Context: an optimization exercise on an open-source flow, tuned for small area, a short achievable clock period and few clock cycles per item. The choices shown serve that exercise and are no tape-out recipe.
Function was checked by simulation only, so behaviour that the tests miss may differ from the original.
No activity file was given, so power comes from the tool's default toggle rates.

==> design/flow/run.sh <==
#!/bin/bash
# synth_recipe.tcl (not shown) runs the flow's synth.tcl, then flattens the netlist and writes it again
# the make line also repeats each setting of config.mk as NAME=value (left out here)
make -C /OpenROAD-flow-scripts/flow DESIGN_CONFIG=/design/flow/config.mk WORK_HOME=/design/flow/orfs CLKGATE_MAP_FILE= SYNTH_SCRIPT=/design/flow/synth_recipe.tcl finish
==> design/flow/config.mk <==
export PLATFORM = sky130hd
export DESIGN_NAME = mlp_backprop_train_step
export DESIGN_NICKNAME = mlp_backprop_train_step
export VERILOG_FILES = /design/flow/design.v
export SDC_FILE = /design/flow/constraint.sdc
export NUM_CORES = 4
export LEC_CHECK = 0
export CAP_MARGIN = 20
export CORE_MARGIN = 2
export CORE_UTILIZATION = 30
export PLACE_DENSITY = 0.4
export SLEW_MARGIN = 20
==> design/flow/constraint.sdc <==
create_clock -name core_clock -period 14.0 [get_ports {aclk}]
set_input_delay 2.8000 -clock core_clock [delete_from_list [all_inputs] [get_ports {aclk}]]
set_output_delay 2.8000 -clock core_clock [all_outputs]
set_load 0.01 [all_outputs]
==> design/flow/design.v <==
`default_nettype none
package mlpbp_pkg;
    localparam int DEF_INPUT_BITS   = 32;
    localparam int DEF_HIDDEN_UNITS = 4;
    localparam int DEF_WEIGHT_BITS  = 24;
    localparam int S_TDATA_W = 72;
    localparam int S_TUSER_W = 2;
    localparam int M_TDATA_W = 64;
    localparam logic [31:0] EXP_STEP = 32'd4034748382;
    typedef enum logic [1:0] {
        KIND_LOAD  = 2'd0,
        KIND_READ  = 2'd1,
        KIND_TRAIN = 2'd2,
        KIND_INFER = 2'd3
    } kind_t;
endpackage
`default_nettype wire
`default_nettype none
module mlpbp_ram #(
    parameter int WIDTH = 24,
    parameter int DEPTH = 148
) (
    input  wire logic                     aclk,
    input  wire logic                     we,
    input  wire logic [$clog2(DEPTH)-1:0] waddr,
    input  wire logic [WIDTH-1:0]         wdata,
    input  wire logic [$clog2(DEPTH)-1:0] raddr,
    output logic      [WIDTH-1:0]         rdata_reg
);
    logic [WIDTH-1:0] mem [DEPTH];
    always_ff @(posedge aclk) begin
        if (we) begin
            mem[waddr] <= wdata;
        end
        rdata_reg <= mem[raddr];
    end
endmodule
`default_nettype wire
`default_nettype none
module mlpbp_mul #(
    parameter int A_W = 36,
    parameter int B_W = 26
) (
    input  wire logic                        aclk,
    input  wire logic signed [A_W-1:0]       a,
    input  wire logic signed [B_W-1:0]       b,
    output logic      signed [A_W+B_W-1:0]   prod_reg
);
    always_ff @(posedge aclk) begin
        prod_reg <= (A_W + B_W)'(a) * (A_W + B_W)'(b);
    end
endmodule
`default_nettype wire
`default_nettype none
module mlp_backprop_train_step #(
    parameter int INPUT_BITS   = mlpbp_pkg::DEF_INPUT_BITS,
    parameter int HIDDEN_UNITS = mlpbp_pkg::DEF_HIDDEN_UNITS,
    parameter int WEIGHT_BITS  = mlpbp_pkg::DEF_WEIGHT_BITS
) (
    input  wire logic                             aclk,
    input  wire logic                             aresetn,
    input  wire logic                             s_tvalid,
    output logic                                  s_tready,
    input  wire logic [mlpbp_pkg::S_TDATA_W-1:0]  s_tdata,
    input  wire logic [mlpbp_pkg::S_TUSER_W-1:0]  s_tuser,
    output logic                                  m_tvalid,
    input  wire logic                             m_tready,
    output logic [mlpbp_pkg::M_TDATA_W-1:0]       m_tdata
);
    localparam int H    = HIDDEN_UNITS;
    localparam int WB   = WEIGHT_BITS;
    localparam int NI   = (INPUT_BITS < 32) ? INPUT_BITS : 32;
    localparam int N0   = INPUT_BITS * H;
    localparam int N1   = H * H;
    localparam int NW   = N0 + N1 + H;
    localparam int AW   = $clog2(NW);
    localparam int CMAX = (NI > H) ? NI : H;
    localparam int CW   = (CMAX > 1) ? $clog2(CMAX) : 1;
    localparam int HW   = (H > 1) ? $clog2(H) : 1;
    localparam int MA   = 2 * WB - 12;
    localparam int MB   = WB + 2;
    localparam int PW   = MA + MB;
    localparam int AC   = PW + 4;
    localparam logic signed [PW-1:0] W_MAX = {{(PW-WB+1){1'b0}}, {(WB-1){1'b1}}};
    localparam logic signed [PW-1:0] W_MIN = ~W_MAX;
    localparam logic signed [PW-1:0] O_MAX = {{(PW-23){1'b0}}, {23{1'b1}}};
    localparam logic signed [PW-1:0] O_MIN = ~O_MAX;
    typedef enum logic [3:0] {
        ST_IDLE, ST_RD_WAIT, ST_F1, ST_F2, ST_F3, ST_ERR,
        ST_D2, ST_D1, ST_U2, ST_U1, ST_U0, ST_FIN
    } state_t;
    state_t                 state_reg;
    logic [2:0]             st_reg;
    logic [CW-1:0]          i_reg;
    logic [CW-1:0]          j_reg;
    mlpbp_pkg::kind_t       kind_reg;
    logic [31:0]            samp_reg;
    logic                   tgt_reg;
    logic                   idx_ok_reg;
    logic signed [AC-1:0]   acc_reg;
    logic [15:0]            l1_reg [H];
    logic [15:0]            l2_reg [H];
    logic signed [WB-1:0]   d2_reg [H];
    logic signed [MA-1:0]   d1_reg [H];
    logic signed [15:0]     d3_reg;
    logic [14:0]            dtmp_reg;
    logic [15:0]            pred_reg;
    logic signed [17:0]     err_reg;
    logic signed [23:0]     wout_reg;
    logic [NW-1:0]          vld_reg;
    logic                   rvld_reg;
    logic                   m_tvalid_reg;
    logic [15:0]            m_pred_reg;
    logic signed [17:0]     m_err_reg;
    logic signed [23:0]     m_wout_reg;
    logic                   ram_we;
    logic [AW-1:0]          ram_waddr;
    logic [WB-1:0]          ram_wdata;
    logic [AW-1:0]          ram_raddr;
    logic [WB-1:0]          ram_rdata;
    logic signed [MA-1:0]   mul_a;
    logic signed [MB-1:0]   mul_b;
    logic signed [PW-1:0]   prod;
    logic                   s_acc;
    mlpbp_pkg::kind_t       s_kind;
    logic [7:0]             s_idx;
    logic signed [23:0]     s_wv;
    logic                   s_idx_ok;
    logic [HW-1:0]          i_h;
    logic [HW-1:0]          j_h;
    logic [AW-1:0]          addr0;
    logic [AW-1:0]          addr1;
    logic [AW-1:0]          addr2;
    logic                   bit_set;
    logic signed [WB-1:0]   w_ext;
    logic signed [PW-1:0]   prod_sh;
    logic [14:0]            dnow;
    logic signed [AC-1:0]   sum_w;
    logic signed [AC-1:0]   sum_p;
    logic                   i_last_in;
    logic                   i_last_h;
    logic                   j_last;
    logic [15:0]            l3_new;
    function automatic logic [15:0] sig_table(input logic [7:0] idx);
        case (idx)
            8'd0: sig_table = 16'h0016;
            8'd1: sig_table = 16'h0017;
            8'd2: sig_table = 16'h0019;
            8'd3: sig_table = 16'h001b;
            8'd4: sig_table = 16'h001c;
            8'd5: sig_table = 16'h001e;
            8'd6: sig_table = 16'h0020;
            8'd7: sig_table = 16'h0022;
            8'd8: sig_table = 16'h0024;
            8'd9: sig_table = 16'h0027;
            8'd10: sig_table = 16'h0029;
            8'd11: sig_table = 16'h002c;
            8'd12: sig_table = 16'h002f;
            8'd13: sig_table = 16'h0032;
            8'd14: sig_table = 16'h0035;
            8'd15: sig_table = 16'h0038;
            8'd16: sig_table = 16'h003c;
            8'd17: sig_table = 16'h0040;
            8'd18: sig_table = 16'h0044;
            8'd19: sig_table = 16'h0048;
            8'd20: sig_table = 16'h004d;
            8'd21: sig_table = 16'h0052;
            8'd22: sig_table = 16'h0057;
            8'd23: sig_table = 16'h005c;
            8'd24: sig_table = 16'h0062;
            8'd25: sig_table = 16'h0069;
            8'd26: sig_table = 16'h006f;
            8'd27: sig_table = 16'h0077;
            8'd28: sig_table = 16'h007e;
            8'd29: sig_table = 16'h0086;
            8'd30: sig_table = 16'h008f;
            8'd31: sig_table = 16'h0098;
            8'd32: sig_table = 16'h00a2;
            8'd33: sig_table = 16'h00ac;
            8'd34: sig_table = 16'h00b8;
            8'd35: sig_table = 16'h00c3;
            8'd36: sig_table = 16'h00d0;
            8'd37: sig_table = 16'h00dd;
            8'd38: sig_table = 16'h00ec;
            8'd39: sig_table = 16'h00fb;
            8'd40: sig_table = 16'h010b;
            8'd41: sig_table = 16'h011c;
            8'd42: sig_table = 16'h012e;
            8'd43: sig_table = 16'h0141;
            8'd44: sig_table = 16'h0156;
            8'd45: sig_table = 16'h016c;
            8'd46: sig_table = 16'h0183;
            8'd47: sig_table = 16'h019c;
            8'd48: sig_table = 16'h01b7;
            8'd49: sig_table = 16'h01d3;
            8'd50: sig_table = 16'h01f1;
            8'd51: sig_table = 16'h0210;
            8'd52: sig_table = 16'h0232;
            8'd53: sig_table = 16'h0256;
            8'd54: sig_table = 16'h027c;
            8'd55: sig_table = 16'h02a5;
            8'd56: sig_table = 16'h02d0;
            8'd57: sig_table = 16'h02fe;
            8'd58: sig_table = 16'h032f;
            8'd59: sig_table = 16'h0363;
            8'd60: sig_table = 16'h039a;
            8'd61: sig_table = 16'h03d4;
            8'd62: sig_table = 16'h0412;
            8'd63: sig_table = 16'h0455;
            8'd64: sig_table = 16'h049b;
            8'd65: sig_table = 16'h04e5;
            8'd66: sig_table = 16'h0535;
            8'd67: sig_table = 16'h0589;
            8'd68: sig_table = 16'h05e2;
            8'd69: sig_table = 16'h0641;
            8'd70: sig_table = 16'h06a5;
            8'd71: sig_table = 16'h0710;
            8'd72: sig_table = 16'h0781;
            8'd73: sig_table = 16'h07f9;
            8'd74: sig_table = 16'h0878;
            8'd75: sig_table = 16'h08ff;
            8'd76: sig_table = 16'h098e;
            8'd77: sig_table = 16'h0a26;
            8'd78: sig_table = 16'h0ac6;
            8'd79: sig_table = 16'h0b70;
            8'd80: sig_table = 16'h0c24;
            8'd81: sig_table = 16'h0ce2;
            8'd82: sig_table = 16'h0dac;
            8'd83: sig_table = 16'h0e81;
            8'd84: sig_table = 16'h0f62;
            8'd85: sig_table = 16'h1050;
            8'd86: sig_table = 16'h114b;
            8'd87: sig_table = 16'h1254;
            8'd88: sig_table = 16'h136b;
            8'd89: sig_table = 16'h1492;
            8'd90: sig_table = 16'h15c9;
            8'd91: sig_table = 16'h1710;
            8'd92: sig_table = 16'h1869;
            8'd93: sig_table = 16'h19d3;
            8'd94: sig_table = 16'h1b50;
            8'd95: sig_table = 16'h1ce0;
            8'd96: sig_table = 16'h1e84;
            8'd97: sig_table = 16'h203c;
            8'd98: sig_table = 16'h220a;
            8'd99: sig_table = 16'h23ed;
            8'd100: sig_table = 16'h25e6;
            8'd101: sig_table = 16'h27f6;
            8'd102: sig_table = 16'h2a1e;
            8'd103: sig_table = 16'h2c5d;
            8'd104: sig_table = 16'h2eb3;
            8'd105: sig_table = 16'h3123;
            8'd106: sig_table = 16'h33aa;
            8'd107: sig_table = 16'h364a;
            8'd108: sig_table = 16'h3903;
            8'd109: sig_table = 16'h3bd4;
            8'd110: sig_table = 16'h3ebe;
            8'd111: sig_table = 16'h41c0;
            8'd112: sig_table = 16'h44d9;
            8'd113: sig_table = 16'h480a;
            8'd114: sig_table = 16'h4b52;
            8'd115: sig_table = 16'h4eaf;
            8'd116: sig_table = 16'h5221;
            8'd117: sig_table = 16'h55a8;
            8'd118: sig_table = 16'h5941;
            8'd119: sig_table = 16'h5cec;
            8'd120: sig_table = 16'h60a7;
            8'd121: sig_table = 16'h6470;
            8'd122: sig_table = 16'h6847;
            8'd123: sig_table = 16'h6c29;
            8'd124: sig_table = 16'h7015;
            8'd125: sig_table = 16'h7409;
            8'd126: sig_table = 16'h7803;
            8'd127: sig_table = 16'h7c00;
            8'd128: sig_table = 16'h8000;
            8'd129: sig_table = 16'h8400;
            8'd130: sig_table = 16'h87fd;
            8'd131: sig_table = 16'h8bf7;
            8'd132: sig_table = 16'h8feb;
            8'd133: sig_table = 16'h93d7;
            8'd134: sig_table = 16'h97b9;
            8'd135: sig_table = 16'h9b90;
            8'd136: sig_table = 16'h9f59;
            8'd137: sig_table = 16'ha314;
            8'd138: sig_table = 16'ha6bf;
            8'd139: sig_table = 16'haa58;
            8'd140: sig_table = 16'haddf;
            8'd141: sig_table = 16'hb151;
            8'd142: sig_table = 16'hb4ae;
            8'd143: sig_table = 16'hb7f6;
            8'd144: sig_table = 16'hbb27;
            8'd145: sig_table = 16'hbe40;
            8'd146: sig_table = 16'hc142;
            8'd147: sig_table = 16'hc42c;
            8'd148: sig_table = 16'hc6fd;
            8'd149: sig_table = 16'hc9b6;
            8'd150: sig_table = 16'hcc56;
            8'd151: sig_table = 16'hcedd;
            8'd152: sig_table = 16'hd14d;
            8'd153: sig_table = 16'hd3a3;
            8'd154: sig_table = 16'hd5e2;
            8'd155: sig_table = 16'hd80a;
            8'd156: sig_table = 16'hda1a;
            8'd157: sig_table = 16'hdc13;
            8'd158: sig_table = 16'hddf6;
            8'd159: sig_table = 16'hdfc4;
            8'd160: sig_table = 16'he17c;
            8'd161: sig_table = 16'he320;
            8'd162: sig_table = 16'he4b0;
            8'd163: sig_table = 16'he62d;
            8'd164: sig_table = 16'he797;
            8'd165: sig_table = 16'he8f0;
            8'd166: sig_table = 16'hea37;
            8'd167: sig_table = 16'heb6e;
            8'd168: sig_table = 16'hec95;
            8'd169: sig_table = 16'hedac;
            8'd170: sig_table = 16'heeb5;
            8'd171: sig_table = 16'hefb0;
            8'd172: sig_table = 16'hf09e;
            8'd173: sig_table = 16'hf17f;
            8'd174: sig_table = 16'hf254;
            8'd175: sig_table = 16'hf31e;
            8'd176: sig_table = 16'hf3dc;
            8'd177: sig_table = 16'hf490;
            8'd178: sig_table = 16'hf53a;
            8'd179: sig_table = 16'hf5da;
            8'd180: sig_table = 16'hf672;
            8'd181: sig_table = 16'hf701;
            8'd182: sig_table = 16'hf788;
            8'd183: sig_table = 16'hf807;
            8'd184: sig_table = 16'hf87f;
            8'd185: sig_table = 16'hf8f0;
            8'd186: sig_table = 16'hf95b;
            8'd187: sig_table = 16'hf9bf;
            8'd188: sig_table = 16'hfa1e;
            8'd189: sig_table = 16'hfa77;
            8'd190: sig_table = 16'hfacb;
            8'd191: sig_table = 16'hfb1b;
            8'd192: sig_table = 16'hfb65;
            8'd193: sig_table = 16'hfbab;
            8'd194: sig_table = 16'hfbee;
            8'd195: sig_table = 16'hfc2c;
            8'd196: sig_table = 16'hfc66;
            8'd197: sig_table = 16'hfc9d;
            8'd198: sig_table = 16'hfcd1;
            8'd199: sig_table = 16'hfd02;
            8'd200: sig_table = 16'hfd30;
            8'd201: sig_table = 16'hfd5b;
            8'd202: sig_table = 16'hfd84;
            8'd203: sig_table = 16'hfdaa;
            8'd204: sig_table = 16'hfdce;
            8'd205: sig_table = 16'hfdf0;
            8'd206: sig_table = 16'hfe0f;
            8'd207: sig_table = 16'hfe2d;
            8'd208: sig_table = 16'hfe49;
            8'd209: sig_table = 16'hfe64;
            8'd210: sig_table = 16'hfe7d;
            8'd211: sig_table = 16'hfe94;
            8'd212: sig_table = 16'hfeaa;
            8'd213: sig_table = 16'hfebf;
            8'd214: sig_table = 16'hfed2;
            8'd215: sig_table = 16'hfee4;
            8'd216: sig_table = 16'hfef5;
            8'd217: sig_table = 16'hff05;
            8'd218: sig_table = 16'hff14;
            8'd219: sig_table = 16'hff23;
            8'd220: sig_table = 16'hff30;
            8'd221: sig_table = 16'hff3d;
            8'd222: sig_table = 16'hff48;
            8'd223: sig_table = 16'hff54;
            8'd224: sig_table = 16'hff5e;
            8'd225: sig_table = 16'hff68;
            8'd226: sig_table = 16'hff71;
            8'd227: sig_table = 16'hff7a;
            8'd228: sig_table = 16'hff82;
            8'd229: sig_table = 16'hff89;
            8'd230: sig_table = 16'hff91;
            8'd231: sig_table = 16'hff97;
            8'd232: sig_table = 16'hff9e;
            8'd233: sig_table = 16'hffa4;
            8'd234: sig_table = 16'hffa9;
            8'd235: sig_table = 16'hffae;
            8'd236: sig_table = 16'hffb3;
            8'd237: sig_table = 16'hffb8;
            8'd238: sig_table = 16'hffbc;
            8'd239: sig_table = 16'hffc0;
            8'd240: sig_table = 16'hffc4;
            8'd241: sig_table = 16'hffc8;
            8'd242: sig_table = 16'hffcb;
            8'd243: sig_table = 16'hffce;
            8'd244: sig_table = 16'hffd1;
            8'd245: sig_table = 16'hffd4;
            8'd246: sig_table = 16'hffd7;
            8'd247: sig_table = 16'hffd9;
            8'd248: sig_table = 16'hffdc;
            8'd249: sig_table = 16'hffde;
            8'd250: sig_table = 16'hffe0;
            8'd251: sig_table = 16'hffe2;
            8'd252: sig_table = 16'hffe4;
            8'd253: sig_table = 16'hffe5;
            8'd254: sig_table = 16'hffe7;
            8'd255: sig_table = 16'hffe9;
            default: sig_table = 16'h0000;
        endcase
    endfunction
    function automatic logic [15:0] sig_of(input logic signed [AC-1:0] q);
        logic signed [AC-1:0] k;
        logic [7:0]           idx;
        k = q >>> 12;
        if (k < -128) begin
            idx = 8'd0;
        end else if (k > 127) begin
            idx = 8'd255;
        end else begin
            idx = 8'(k + 128);
        end
        sig_of = sig_table(idx);
    endfunction
    function automatic logic signed [MB-1:0] compl(input logic [15:0] a);
        compl = MB'(17'h10000 - {1'b0, a});
    endfunction
    function automatic logic signed [WB-1:0] sat_w(input logic signed [PW-1:0] v);
        if (v > W_MAX) begin
            sat_w = WB'(W_MAX);
        end else if (v < W_MIN) begin
            sat_w = WB'(W_MIN);
        end else begin
            sat_w = WB'(v);
        end
    endfunction
    function automatic logic signed [23:0] sat_o(input logic signed [PW-1:0] v);
        if (v > O_MAX) begin
            sat_o = 24'(O_MAX);
        end else if (v < O_MIN) begin
            sat_o = 24'(O_MIN);
        end else begin
            sat_o = 24'(v);
        end
    endfunction
    mlpbp_ram #(
        .WIDTH (WB),
        .DEPTH (NW)
    ) u_wram (
        .aclk      (aclk),
        .we        (ram_we),
        .waddr     (ram_waddr),
        .wdata     (ram_wdata),
        .raddr     (ram_raddr),
        .rdata_reg (ram_rdata)
    );
    mlpbp_mul #(
        .A_W (MA),
        .B_W (MB)
    ) u_mul (
        .aclk     (aclk),
        .a        (mul_a),
        .b        (mul_b),
        .prod_reg (prod)
    );
    assign s_tready = (state_reg == ST_IDLE);
    assign s_acc    = s_tvalid && s_tready;
    assign s_kind   = mlpbp_pkg::kind_t'(s_tuser[1:0]);
    assign s_idx    = s_tdata[40:33];
    assign s_wv     = s_tdata[64:41];
    assign s_idx_ok = int'(s_idx) < NW;
    assign i_h       = i_reg[HW-1:0];
    assign j_h       = j_reg[HW-1:0];
    assign addr0     = AW'(int'(i_reg) * H + int'(j_reg));
    assign addr1     = AW'(N0 + int'(i_reg) * H + int'(j_reg));
    assign addr2     = AW'(N0 + N1 + int'(j_reg));
    assign bit_set   = samp_reg[5'(i_reg)];
    assign w_ext     = rvld_reg ? $signed(ram_rdata) : '0;
    assign prod_sh   = prod >>> 16;
    assign dnow      = 15'(prod_sh);
    assign sum_w     = acc_reg + AC'(w_ext);
    assign sum_p     = acc_reg + AC'(prod);
    assign i_last_in = (i_reg == CW'(NI - 1));
    assign i_last_h  = (i_reg == CW'(H - 1));
    assign j_last    = (j_reg == CW'(H - 1));
    assign l3_new    = sig_of(sum_p >>> 16);
    assign m_tvalid = m_tvalid_reg;
    assign m_tdata  = {6'b0, m_wout_reg, m_err_reg, m_pred_reg};
    always_comb begin
        ram_we    = 1'b0;
        ram_waddr = addr0;
        ram_wdata = '0;
        ram_raddr = addr0;
        mul_a     = '0;
        mul_b     = '0;
        unique case (state_reg)
            ST_IDLE: begin
                ram_raddr = AW'(s_idx);
                ram_waddr = AW'(s_idx);
                ram_wdata = sat_w(PW'(s_wv));
                ram_we    = s_acc && (s_kind == mlpbp_pkg::KIND_LOAD) && s_idx_ok;
            end
            ST_F1: begin
                ram_raddr = addr0;
            end
            ST_F2: begin
                ram_raddr = addr1;
                mul_a     = MA'(w_ext);
                mul_b     = MB'(l1_reg[i_h]);
            end
            ST_F3: begin
                ram_raddr = addr2;
                mul_a     = MA'(w_ext);
                mul_b     = MB'(l2_reg[j_h]);
            end
            ST_ERR: begin
                if (st_reg == 3'd0) begin
                    mul_a = MA'(pred_reg);
                    mul_b = compl(pred_reg);
                end else begin
                    mul_a = MA'(err_reg);
                    mul_b = MB'(dnow);
                end
            end
            ST_D2: begin
                ram_raddr = addr2;
                if (st_reg == 3'd0) begin
                    mul_a = MA'(l2_reg[j_h]);
                    mul_b = compl(l2_reg[j_h]);
                end else if (st_reg == 3'd1) begin
                    mul_a = MA'(w_ext);
                    mul_b = MB'(d3_reg);
                end else begin
                    mul_a = MA'(prod_sh);
                    mul_b = MB'(dtmp_reg);
                end
            end
            ST_D1: begin
                ram_raddr = addr1;
                if (st_reg == 3'd3) begin
                    mul_a = MA'(l1_reg[i_h]);
                    mul_b = compl(l1_reg[i_h]);
                end else if (st_reg == 3'd4) begin
                    mul_a = MA'(acc_reg >>> 16);
                    mul_b = MB'(dnow);
                end else begin
                    mul_a = MA'(w_ext);
                    mul_b = MB'(d2_reg[j_h]);
                end
            end
            ST_U2: begin
                ram_raddr = addr2;
                ram_waddr = addr2;
                mul_a     = MA'(d3_reg);
                mul_b     = MB'(l2_reg[j_h]);
                ram_wdata = sat_w(PW'(w_ext) + prod_sh);
                ram_we    = (st_reg == 3'd1);
            end
            ST_U1: begin
                ram_raddr = addr1;
                ram_waddr = addr1;
                mul_a     = MA'(d2_reg[j_h]);
                mul_b     = MB'(l1_reg[i_h]);
                ram_wdata = sat_w(PW'(w_ext) + prod_sh);
                ram_we    = (st_reg == 3'd1);
            end
            ST_U0: begin
                ram_raddr = addr0;
                ram_waddr = addr0;
                ram_wdata = sat_w(PW'(w_ext) + PW'(d1_reg[j_h]));
                ram_we    = (st_reg == 3'd1);
            end
            default: begin
            end
        endcase
    end
    always_ff @(posedge aclk) begin
        if (!aresetn) begin
            state_reg    <= ST_IDLE;
            st_reg       <= '0;
            i_reg        <= '0;
            j_reg        <= '0;
            vld_reg      <= '0;
            m_tvalid_reg <= 1'b0;
        end else begin
            rvld_reg <= vld_reg[ram_raddr];
            if (ram_we) begin
                vld_reg[ram_waddr] <= 1'b1;
            end
            if (m_tvalid_reg && m_tready && (state_reg != ST_FIN)) begin
                m_tvalid_reg <= 1'b0;
            end
            unique case (state_reg)
                ST_IDLE: begin
                    if (s_acc) begin
                        kind_reg   <= s_kind;
                        samp_reg   <= s_tdata[31:0];
                        tgt_reg    <= s_tdata[32];
                        idx_ok_reg <= s_idx_ok;
                        pred_reg   <= '0;
                        err_reg    <= '0;
                        wout_reg   <= '0;
                        acc_reg    <= '0;
                        i_reg      <= '0;
                        j_reg      <= '0;
                        st_reg     <= '0;
                        unique case (s_kind)
                            mlpbp_pkg::KIND_LOAD:  state_reg <= ST_FIN;
                            mlpbp_pkg::KIND_READ:  state_reg <= ST_RD_WAIT;
                            mlpbp_pkg::KIND_TRAIN,
                            mlpbp_pkg::KIND_INFER: state_reg <= ST_F1;
                            default:               state_reg <= ST_FIN;
                        endcase
                    end
                end
                ST_RD_WAIT: begin
                    wout_reg  <= idx_ok_reg ? sat_o(PW'(w_ext)) : '0;
                    state_reg <= ST_FIN;
                end
                ST_F1: begin
                    if (st_reg == 3'd0 && bit_set) begin
                        st_reg <= 3'd1;
                    end else begin
                        st_reg <= 3'd0;
                        if (i_last_in) begin
                            l1_reg[j_h] <= sig_of((st_reg == 3'd1) ? sum_w : acc_reg);
                            acc_reg     <= '0;
                            i_reg       <= '0;
                            if (j_last) begin
                                j_reg     <= '0;
                                state_reg <= ST_F2;
                            end else begin
                                j_reg <= j_reg + 1'b1;
                            end
                        end else begin
                            acc_reg <= (st_reg == 3'd1) ? sum_w : acc_reg;
                            i_reg   <= i_reg + 1'b1;
                        end
                    end
                end
                ST_F2: begin
                    if (st_reg != 3'd2) begin
                        st_reg <= st_reg + 3'd1;
                    end else begin
                        st_reg <= 3'd0;
                        if (i_last_h) begin
                            l2_reg[j_h] <= sig_of(sum_p >>> 16);
                            acc_reg     <= '0;
                            i_reg       <= '0;
                            if (j_last) begin
                                j_reg     <= '0;
                                state_reg <= ST_F3;
                            end else begin
                                j_reg <= j_reg + 1'b1;
                            end
                        end else begin
                            acc_reg <= sum_p;
                            i_reg   <= i_reg + 1'b1;
                        end
                    end
                end
                ST_F3: begin
                    if (st_reg != 3'd2) begin
                        st_reg <= st_reg + 3'd1;
                    end else begin
                        st_reg <= 3'd0;
                        if (j_last) begin
                            acc_reg  <= '0;
                            j_reg    <= '0;
                            pred_reg <= l3_new;
                            if (kind_reg == mlpbp_pkg::KIND_TRAIN) begin
                                err_reg   <= (tgt_reg ? 18'sh10000 : 18'sh0)
                                             - $signed({2'b0, l3_new});
                                state_reg <= ST_ERR;
                            end else begin
                                state_reg <= ST_FIN;
                            end
                        end else begin
                            acc_reg <= sum_p;
                            j_reg   <= j_reg + 1'b1;
                        end
                    end
                end
                ST_ERR: begin
                    if (st_reg != 3'd2) begin
                        st_reg <= st_reg + 3'd1;
                    end else begin
                        d3_reg    <= 16'(prod_sh);
                        st_reg    <= 3'd0;
                        state_reg <= ST_D2;
                    end
                end
                ST_D2: begin
                    if (st_reg == 3'd1) begin
                        dtmp_reg <= dnow;
                    end
                    if (st_reg != 3'd3) begin
                        st_reg <= st_reg + 3'd1;
                    end else begin
                        d2_reg[j_h] <= WB'(prod_sh);
                        st_reg      <= 3'd0;
                        if (j_last) begin
                            j_reg     <= '0;
                            i_reg     <= '0;
                            state_reg <= ST_D1;
                        end else begin
                            j_reg <= j_reg + 1'b1;
                        end
                    end
                end
                ST_D1: begin
                    unique case (st_reg)
                        3'd0, 3'd1, 3'd3, 3'd4: st_reg <= st_reg + 3'd1;
                        3'd2: begin
                            acc_reg <= sum_p;
                            if (j_last) begin
                                j_reg  <= '0;
                                st_reg <= 3'd3;
                            end else begin
                                j_reg  <= j_reg + 1'b1;
                                st_reg <= 3'd0;
                            end
                        end
                        default: begin
                            d1_reg[i_h] <= MA'(prod_sh);
                            acc_reg     <= '0;
                            st_reg      <= 3'd0;
                            if (i_last_h) begin
                                i_reg     <= '0;
                                state_reg <= ST_U2;
                            end else begin
                                i_reg <= i_reg + 1'b1;
                            end
                        end
                    endcase
                end
                ST_U2: begin
                    if (st_reg == 3'd0) begin
                        st_reg <= 3'd1;
                    end else begin
                        st_reg <= 3'd0;
                        if (j_last) begin
                            j_reg     <= '0;
                            i_reg     <= '0;
                            state_reg <= ST_U1;
                        end else begin
                            j_reg <= j_reg + 1'b1;
                        end
                    end
                end
                ST_U1: begin
                    if (st_reg == 3'd0) begin
                        st_reg <= 3'd1;
                    end else begin
                        st_reg <= 3'd0;
                        if (j_last) begin
                            j_reg <= '0;
                            if (i_last_h) begin
                                i_reg     <= '0;
                                state_reg <= ST_U0;
                            end else begin
                                i_reg <= i_reg + 1'b1;
                            end
                        end else begin
                            j_reg <= j_reg + 1'b1;
                        end
                    end
                end
                ST_U0: begin
                    if (st_reg == 3'd0 && bit_set) begin
                        st_reg <= 3'd1;
                    end else begin
                        st_reg <= 3'd0;
                        if (st_reg == 3'd1 && !j_last) begin
                            j_reg <= j_reg + 1'b1;
                        end else begin
                            j_reg <= '0;
                            if (i_last_in) begin
                                i_reg     <= '0;
                                state_reg <= ST_FIN;
                            end else begin
                                i_reg <= i_reg + 1'b1;
                            end
                        end
                    end
                end
                ST_FIN: begin
                    if (!m_tvalid_reg || m_tready) begin
                        m_tvalid_reg <= 1'b1;
                        m_pred_reg   <= pred_reg;
                        m_err_reg    <= err_reg;
                        m_wout_reg   <= wout_reg;
                        state_reg    <= ST_IDLE;
                    end
                end
                default: state_reg <= ST_IDLE;
            endcase
        end
    end
endmodule
`default_nettype wire
==> results by group <==
Outcome
  • Outcome: finished clean

Setup path
  • Worst Setup End Kind: register
  • Critical path depth in cells: 40
  • Worst R2R End: u_mul.prod_reg[60]$_DFF_P_
  • Data required time at the worst endpoint: 14.95 ns
  • Top fanout value on the critical path: 25
  • Crit path to: u_mul.prod_reg[60]$_DFF_P_
  • CP Buf/Inv Count: 6
  • Critical path's slowest cell: mux4_2
  • Cell depth of the worst flop-to-flop path: 40
  • CP arrival: roughly 14 ns
  • Largest delay share family, worst path: compound AO/OA/AOI/OAI gates
  • Largest stage delay, worst path: ~0.69 ns
  • WS Path Type: register to register
  • CP Launch Type: register
  • Flop2flop setup slack: between 0.5 and 0.6 ns
  • Most Frequent Cell on Critical Path: fa_1

Place
  • IO Port Bufs: between 100 and 150
  • Dpl hpwl: a little over 600000 um
  • Gp weighted congestion: between 0.9 and 1
  • Dpl cell area: between 200000 and 300000 um^2

STA
  • Worst Skew: approximately 0.091 ns
  • Final setup viols: 0
  • Slew headroom: 0.1750
  • Min Tclk post-route: around 13 ns
  • RSZ-0062 raised after global routing: false
  • Setup_tns: 0 ns
  • Slew Limit Fails: 0
  • Tightest Pin Transition: 1.229 ns
  • Crit share post-route: 0.9577
  • Final number of hold-violating endpoints: 0
  • Fin Hold WS: between 0.4 and 0.5 ns
  • F_max: between 70 and 80 MHz

Pwr
  • Comb pwr share: 0.495
  • Internal power: between 30 and 40 mW
  • Maximum vdd ir drop: approximately 0.36 mV
  • Reg power frac: 0.288
  • Psw: around 29 mW
  • Pwr dens: 231.8 nW/um^2
  • Clk pwr share: 0.217
  • Total leakage power: 96.96 nW
  • Switching share of power: 0.4711

Logic synthesis
  • Mapped cell area: ~230000 um^2
  • Top cell types by occurrence after synthesis: 4861 x nand2_1, 4170 x edfxtp_1, 1337 x inv_1, 1303 x nand3_1, 1157 x clkbuf_1
  • Fraction of registers with async set/reset: 0
  • Ys flop type: edfxtp_1
  • Top-count cell post-synth: nand2_1
  • Seq/Total Area, Yosys: 0.5568
  • Distinct cell type count after synthesis: 120
  • Synth Register Bits: 4426
  • EDFF count, synth: around 4200
  • Synth warnings: 3
  • Largest cells by area after synthesis: edfxtp_1 53%, fa_1 8.1%, nand2_1 7.8%
  • Post-Synthesis Cells: 21230
  • Syn avg cell area: between 10 and 15 um^2
  • Synth area leader: edfxtp_1
  • Share of the synthesized area in the top cell type: 0.5349

Clock network
  • CTS tree: done
  • H-tree depth: 6
  • Clock Tree Buf Depth: 4
  • Worst-path clk slew: 0.06 ns
  • Buffer count from post-CTS setup fixing: 0
  • Clock Sink Count: 4426
  • CTS Root Cell: clkbuf_16
  • PostCTS Resize Cnt: 0
  • Later-pin clock latency in the skew report: around 1.1 ns
  • Total CTS buffers: 536
  • Post-CTS Hold Buffers: 0

Finish
  • Max FFs per register: roughly 3600
  • Fillers: between 70000 and 80000
  • Fin area: roughly 270000 um^2
  • Layout cells sized above 1: 0.09358
  • Nets: roughly 23000
  • Area grow syn2layout: 14.70%

Routing
  • Final wirelength: 941000 um
  • DRT Pass-1 Iters: 7
  • Residual DRC count: 0
  • WL/cell: about 29 um
  • Initial DRC Count: 16110
  • Routed vias: 171800
  • DR vias/cell: approximately 5.4
  • Antenna-violating nets left: 0

Global route
  • First-pass GRT wire length: approximately 1300000 um
  • Vias in the first global route: ~170k
  • Antenna violations before repair: 52
  • Pin count of the biggest net entering global routing: 149
  • Total Routing Usage GR: 0.2306
  • Grt total ovfl: 0

Die
  • Chip height: 887.4 um
  • Std-Cell Rows: between 300 and 400
  • Die Width: ~890 um
  • I/O Pins: 144
  • Die footprint: 787500 um^2
  • Core area: slightly below 800000 um^2
  • Initial core utilization: 0.3009

Job
  • Maxcap violations: 0

Min path
  • Hold crit path type: register to register
-- placed cells by master (no fill, tap or decap), drive strengths merged, types with 51 or more instances in the layout --
cell,netlist,layout
nand4,109,109
nor2,1154,1154
xnor2,166,166
o31ai,62,62
nand3,1303,1303
inv,1344,1375
o22ai,69,69
clkbuf,1158,692
o311ai,89,89
nor3,298,298
mux2i,51,51
nand2b,69,69
a311oi,816,816
dfxtp,256,256
o21ai,431,431
xor2,92,92
a221oi,56,56
clkdlybuf4s50,0,129
o21a,73,73
and3,489,489
a31oi,154,154
ha,460,460
a21o,179,179
nor4,70,70
a22oi,60,60
a211oi,126,126
buf,231,752
edfxtp,4170,4170
mux4,102,102
nand2,4864,4864
nor2b,110,110
fa,953,953
a21oi,639,639
o211ai,79,79
or3,65,65
clkinv,2,186
and2,122,122
-- how the worst min path moves through the flow --
stage / start / endpoint / slack (ns) / cells past startpoint
after floorplan: wout_reg[0]$_SDFFCE_PN0P_ / m_wout_reg[0]$_DFFE_PP_ / 0.40 / 0
after global placement: wout_reg[15]$_SDFFCE_PN0P_ / m_wout_reg[15]$_DFFE_PP_ / 0.40 / 0
after detailed placement: wout_reg[11]$_SDFFCE_PN0P_ / m_wout_reg[11]$_DFFE_PP_ / 0.41 / 0
after CTS: wout_reg[10]$_SDFFCE_PN0P_ / m_wout_reg[10]$_DFFE_PP_ / 0.40 / 0
after global routing: wout_reg[4]$_SDFFCE_PN0P_ / m_wout_reg[4]$_DFFE_PP_ / 0.41 / 0
final: wout_reg[10]$_SDFFCE_PN0P_ / m_wout_reg[10]$_DFFE_PP_ / 0.41 / 0
-- cell type report --
cell class                      count  area (um^2)  area share
Multi-Input combinational cell  14070        95570      0.3559
Timing Repair Buffer              881         7935     0.02955
Clock inverter                    246         2402    0.008946
Antenna cell                       34        85.08   0.0003168
Inverter                         1346         5070     0.01888
Clock buffer                      692        14260     0.05311
Sequential cell                  4426       130400      0.4854
Tap cell                        10270        12850     0.04785
-- power by group through the flow --
stage	registers, mW	clock network (mW)	logic (mW)
floorplan	18.6	0	16.3
global placement	18.2	0	30.7
detailed placement	18.2	0	30.6
CTS	17.9	13.8	30.7
global route	17.9	14.3	32.6
finish	17.9	13.5	30.8
-- routing by layer --
metal	wire length, um	global-route usage	part of all wire	vias up
li1	-	-	-	76420
met1	408200	0.3118	0.43	88620
met2	442700	0.3802	0.47	5299
met3	48000	0.02788	0.051	1450
met4	42050	0.08693	0.045	8
met5	74	0	0.000079	-
-- cells by family (layout without fill, tap and decap cells) --
group / Yosys count / after routing / share of synthesized area
AOI/OAI and AO/OA: 3373 / 3373 / 0.1051
and+or+nand+nor: 8850 / 8850 / 0.1653
muxes: 170 / 170 / 0.01281
other: 1 / 40 / 0.00001602
adders and majority gates: 1413 / 1413 / 0.1061
xor gates and xnor gates: 258 / 258 / 0.009652
buffers and inverters: 2735 / 3165 / 0.04429
DFF: 4426 / 4426 / 0.5568
-- metrics by stage --
step	power, mW	std cells	util	worst slack [ns]
global route	64.83	31940	0.3451	0.04279
finish	62.23	31960	0.3452	0.5927
detailed placement	48.79	30990	0.3234	0.6373
CTS	62.42	31920	0.3448	0.5043
floorplan	34.96	21230	-	0.5020
global placement	48.92	30970	0.3229	0.5005
-- worst reg2reg max path: cells and delay by family, from the launching register on --
kind / cells / cell delay (ns)
buffers and inverters: 6 / 0.84
AOI/OAI and AO/OA: 14 / 4.48
and+or+nand+nor: 9 / 2.69
DFF: 1 / 0.52
xor gates and xnor gates: 2 / 0.28
adders and majority gates: 8 / 3.78
muxes: 1 / 0.69
Testbench counts, summed over its fixed seeds: cycles 139,498, items 992.

-- static timing again, ports no longer ideal --
The flow's constraints put no driver on any port. The routed layout listed below was extracted and timed again, unchanged, in two steps.
Step 1 sets driving cells, clkbuf_16 on the clock port and buf_2 on the other inputs (assumed; they add their load-dependent delay and slew).
Step 2 moves the port delays by t, midway between the first and last clock arrival at a register: inputs arrive t later, outputs are due t later. That takes back most of the time a late clock gives input paths.
a / b / c = ideal / step 1 / step 2; a / b = the first two.
shift t [ns]: 1.187
slack for setup (ns): 0.593 / 0.593 / 0.593
worst setup path after step 2: register to register
slew at the worst register clock pin (ns): 0.07 / 0.07
After both steps this run still meets setup and hold. For this run, drivers alone change the setup slack by 0.000 ns; drivers and shift together by 0.000 ns.
